From an optimization exercise on the open Yosys and OpenROAD flow, aimed at small area; shortcuts taken in it are not production practice.
The RTL was checked by simulation tests, not by an equivalence proof against the original design.
Power figures rest on the tool's default switching activity, not on a simulated workload. The clock port is modelled as an ideal driver; clocking choices that lean on that would not hold on a real chip.

Setup of pepper:
==> flow/design.v <==
`default_nettype none
module h3_hash (
    input  wire [8-1:0]    key_i,
    input  wire [(8 * 3)-1:0] matrix_i,
    output reg  [3-1:0]    adr_o
);
    integer b;
    always @(*) begin
        adr_o = {3{1'b0}};
        for (b = 0; b < 8; b = b + 1) begin
            if (key_i[b]) begin
                adr_o = adr_o ^ matrix_i[b*3 +: 3];
            end
        end
    end
endmodule
`default_nettype wire
`default_nettype none
module hash_table (
    input  wire                       clk,
    input  wire                       rst_n_i,
    input  wire                       ready_i,
    input  wire [(1 + 2 + 8 + 16)-1:0]   req_i,
    input  wire [(4 * (8 * 3))-1:0]    h3_matrix_i,
    output wire [(1 + 2 + 16 + 4)-1:0]  resp_o
);
    localparam NT    = 4;
    localparam AW    = 3;
    localparam SLOTS = 2 ** 3;
    localparam NE    = NT * SLOTS;
    localparam KW    = 8;
    localparam DW    = 16;
    localparam IW    = ((4 > 1) ? $clog2(4) : 1);
    localparam PW    = IW + AW;
    wire            req_valid = req_i[((1 + 2 + 8 + 16) - 1)];
    wire [1:0]      req_op    = req_i[(8 + 16) +: 2];
    wire [KW-1:0]   req_key   = req_i[(16) +: KW];
    wire [DW-1:0]   req_data  = req_i[0 +: DW];
    reg  [NE-1:0]     valid_q;
    reg  [NE*KW-1:0]  key_q;
    reg  [NE*DW-1:0]  data_q;
    wire [NT*AW-1:0]  adr;
    reg  [NE-1:0]     sel;
    reg  [NT-1:0]     ent_valid;
    reg  [NT*KW-1:0]  ent_key;
    reg  [NT-1:0]     hit_t;
    reg  [NT-1:0]     free_t;
    genvar g;
    generate
        for (g = 0; g < NT; g = g + 1) begin : g_hash
            h3_hash hash_0 (
                .key_i    (req_key),
                .matrix_i (h3_matrix_i[g*(8 * 3) +: (8 * 3)]),
                .adr_o    (adr[g*AW +: AW])
            );
        end
    endgenerate
    integer t, s;
    always @(*) begin
        for (t = 0; t < NT; t = t + 1) begin
            ent_valid[t]          = 1'b0;
            ent_key[t*KW +: KW]   = {KW{1'b0}};
            for (s = 0; s < SLOTS; s = s + 1) begin
                sel[t*SLOTS + s] = (adr[t*AW +: AW] == s);
                if (sel[t*SLOTS + s]) begin
                    ent_valid[t]        = ent_valid[t] | valid_q[t*SLOTS + s];
                    ent_key[t*KW +: KW] = ent_key[t*KW +: KW] | key_q[(t*SLOTS + s)*KW +: KW];
                end
            end
            hit_t[t]  = ent_valid[t] && (ent_key[t*KW +: KW] == req_key);
            free_t[t] = !ent_valid[t];
        end
    end
    reg           hit;
    reg           any_free;
    reg [NT-1:0]  first_free;
    reg [IW-1:0]  hit_idx;
    reg [AW-1:0]  hit_adr;
    always @(*) begin
        hit        = |hit_t;
        any_free   = |free_t;
        first_free = {NT{1'b0}};
        hit_idx    = {IW{1'b0}};
        hit_adr    = {AW{1'b0}};
        for (t = NT - 1; t >= 0; t = t - 1) begin
            if (free_t[t]) first_free = {NT{1'b0}} | ({{(NT-1){1'b0}}, 1'b1} << t);
        end
        for (t = 0; t < NT; t = t + 1) begin
            if (hit_t[t]) begin
                hit_idx = hit_idx | t;
                hit_adr = hit_adr | adr[t*AW +: AW];
            end
        end
    end
    wire en     = ready_i;
    wire is_rd  = (req_op == 2'd1);
    wire is_wr  = (req_op == 2'd2);
    wire is_del = (req_op == 2'd3);
    wire do_wr  = en && req_valid && is_wr && !hit && any_free;
    wire do_del = en && req_valid && is_del && hit;
    integer e;
    always @(posedge clk) begin
        for (e = 0; e < NE; e = e + 1) begin
            if (en && !valid_q[e]) begin
                key_q[e*KW +: KW]  <= req_key;
                data_q[e*DW +: DW] <= req_data;
            end
        end
    end
    always @(posedge clk or negedge rst_n_i) begin
        if (!rst_n_i) begin
            valid_q <= {NE{1'b0}};
        end else begin
            for (e = 0; e < NE; e = e + 1) begin
                if (do_wr && first_free[e / SLOTS] && sel[e]) begin
                    valid_q[e] <= 1'b1;
                end else if (do_del && hit_t[e / SLOTS] && sel[e]) begin
                    valid_q[e] <= 1'b0;
                end
            end
        end
    end
    wire          fail = is_wr ? (hit || !any_free) : (is_rd || is_del) ? !hit : 1'b0;
    reg           r1_valid, r2_valid;
    reg  [1:0]    r1_op, r2_op;
    reg           r1_fail, r2_fail;
    reg  [PW-1:0] r1_ptr, r2_ptr;
    always @(posedge clk or negedge rst_n_i) begin
        if (!rst_n_i) begin
            r1_valid <= 1'b0;
            r2_valid <= 1'b0;
        end else if (en) begin
            r1_valid <= req_valid;
            r2_valid <= r1_valid;
        end
    end
    always @(posedge clk) begin
        if (en) begin
            r1_op   <= req_op;
            r1_fail <= fail;
            r1_ptr  <= {hit_idx, hit_adr[AW-1:1], is_wr ? hit : hit_adr[0]};
            r2_op   <= r1_op;
            r2_fail <= r1_fail;
            r2_ptr  <= r1_ptr;
        end
    end
    wire          rd_hit = (r2_op == 2'd1) && !r2_fail;
    reg  [DW-1:0] rd_data;
    always @(*) begin
        rd_data = {DW{1'b0}};
        for (e = 0; e < NE; e = e + 1) begin
            if (rd_hit && r2_ptr == e) rd_data = rd_data | data_q[e*DW +: DW];
        end
    end
    wire [4-1:0] status;
    assign status[3]    = r2_fail && (r2_op == 2'd1);
    assign status[2] = r2_fail && (r2_op == 2'd2) && r2_ptr[0];
    assign status[1]      = r2_fail && (r2_op == 2'd2) && !r2_ptr[0];
    assign status[0]  = r2_fail && (r2_op == 2'd3);
    assign resp_o = {r2_valid, r2_op, rd_data, status};
endmodule
`default_nettype wire
Settings: LEC_CHECK=0, CAP_MARGIN=20, CORE_MARGIN=2, CORE_UTILIZATION=70, PLACE_DENSITY=0.8, SLEW_MARGIN=20; clock period 6.0 ns.
standard.sh (not shown) runs the stock make flow with config.mk's settings and CLKGATE_MAP_FILE= SYNTH_SCRIPT=/design/flow/synth_recipe.tcl, a recipe that flattens the netlist after the stock synthesis.
==> flow/flow/run.sh <==
#!/bin/bash
# The standard ORFS layout (standard.sh) with these layout choices changed:
#  - synthesis maps the logic with an area-oriented abc script (flow/synth.tcl, flow/abc_area.script);
#    everything else in it is synth_recipe.tcl, and the registers are the standard synthesis's
#  - port buffers are buf_1 cells (every port still gets its own buffer)
#  - CTS clusters up to 30 sinks (diameter 100 um) per leaf buffer and inserts no dummy loads
# The full make output goes to flow_make.log; ORFS keeps each step's log under orfs/logs/.
set -euo pipefail
cd "$(dirname "$0")/.."
export MY_ABC_SCRIPT=$PWD/flow/abc_area.script
bash standard.sh \
  "SYNTH_SCRIPT=$PWD/flow/synth.tcl" \
  "BUFFER_PORTS_ARGS=-buffer_cell sky130_fd_sc_hd__buf_1" \
  "CTS_ARGS=-sink_clustering_enable -repair_clock_nets -dont_use_dummy_load -sink_clustering_size 30 -sink_clustering_max_diameter 100" \
  finish > flow_make.log 2>&1
==> flow/flow/abc_area.script <==
&get -n
&st
&syn3
&dch
&nf -R 1000
&put
==> flow/flow/synth.tcl <==
proc synth {args} { yosys synth -nofsm -noshare {*}$args }
# synth_recipe.tcl with the abc call given an area-oriented mapping script (flow/abc_area.script).
# Registers are mapped (dfflibmap) before abc, so they are the same as in the standard synthesis.
proc abc {args} {
  set i [lsearch -exact $args -script]
  if { $i >= 0 && [info exists ::env(MY_ABC_SCRIPT)] } { lset args [expr {$i + 1}] $::env(MY_ABC_SCRIPT) }
  yosys abc {*}$args
}
source $::env(SCRIPTS_DIR)/synth.tcl
# left out here: clear keep_hierarchy, flatten, clean up, hide names made inside functions, write 1_2_yosys.v
> inputs changed (pepper -> sierra)
- changing PLACE_DENSITY from 0.8 to 0.7
- changing CORE_UTILIZATION from 70 to 60
Notes after the runs:
sierra has completed all stages; timing, DRC and antenna checks passed.
The power in sequential cells was comparable across pepper and sierra.
Compared to pepper, sierra was floorplanned on a bigger die.
Taking pepper as the reference, in sierra wire length of the first global-routing pass moved up, worst ir drop on vdd now sits lower, fill cell total of the finished layout now larger, overall die height up 7.9%, routed wire length per instance shows a reduction of about 2%.
pepper ended up with valid_q[24] as its capturing element of the worst setup path; sierra ended up with valid_q[22].
Starting density of the core (lower): sierra
Changes in onyx relative to sierra:
- removing PLACE_DENSITY (formerly 0.7)
- changing CORE_UTILIZATION from 60 to 40
The final layout from onyx, which completed every stage, passed the timing, design-rule and antenna checks at the end of the flow. Fraction of area in multi-input gates: onyx vs sierra down 0.39 points. sierra has a lower count of standard-cell rows than onyx. sierra -> onyx: power density over the cells decreased slightly. Total power: onyx above sierra. When onyx is set beside sierra, its total iterations of the first detailed-routing run turns out to be 1 smaller.
#### Input delta (fjord over onyx)
- GPL_TIMING_DRIVEN now 0, previously not set
## What came out
- Relative to onyx, the non-clock buffer count measured on fjord has decreased by more than 10%.
- fjord vs. onyx: switching share of power shows an increase of 0.21 points; shortest clock period the worst path allows after layout shows an increase of 0.11 ns; mean number of vias per cell shows an increase of about 0.56%; via count of the first global-routing pass shows a reduction of 1.1%.
- STATUS area of all placed cells without fillers: fjord loses against onyx
- Fmax: fjord below onyx
- Relative to onyx, global-route usage over all layers has gone down in fjord.
- fjord | stages: all done | timing, DRC, antenna: all pass
- Against onyx, fjord reports a combinational gate power that is higher.
- Wire length of the first global-routing pass in fjord is 1.9 mm below onyx.

what the ideal ports hide:
How much do the figures lean on ideal ports? The routed layouts below were timed once more, with nothing changed but the port constraints. Step 1 (the two cells are an assumption about what drives the block):
set clk [get_ports {clk}]
set_driving_cell -lib_cell sky130_fd_sc_hd__clkbuf_16 $clk
set_driving_cell -lib_cell sky130_fd_sc_hd__buf_2 [delete_from_list [all_inputs] $clk]
Step 2 adds t to the input delays and takes it off the output delays; t is the mean of the earliest and latest rising clock arrival at the registers after step 1. Input paths then give back, and output paths get back, about the clock's delay inside the block. Three values: no drivers, after step 1, after step 2; two values: the first two.
run	t (ns)	slack for setup (ns)	hold WS [ns]	worst setup path after step 2	latest minus earliest clock arrival (ns)
pepper	0.666	0.408 / 0.445 / -0.221	0.431 / 0.431 / 0.431	input to register	0.050 / 0.050
sierra	0.678	0.523 / 0.559 / -0.120	0.432 / 0.432 / 0.432	input to register	0.049 / 0.049
onyx	0.676	0.451 / 0.485 / -0.191	0.432 / 0.432 / 0.432	input to register	0.078 / 0.078
fjord	0.672	0.337 / 0.373 / -0.299	0.365 / 0.329 / 0.429	input to register	0.069 / 0.069
Met with ideal ports but missed after step 2: setup timing in every run listed. The setup slack of sierra, which loses most, moves by +0.036 ns with the drivers and by -0.643 ns with both steps.
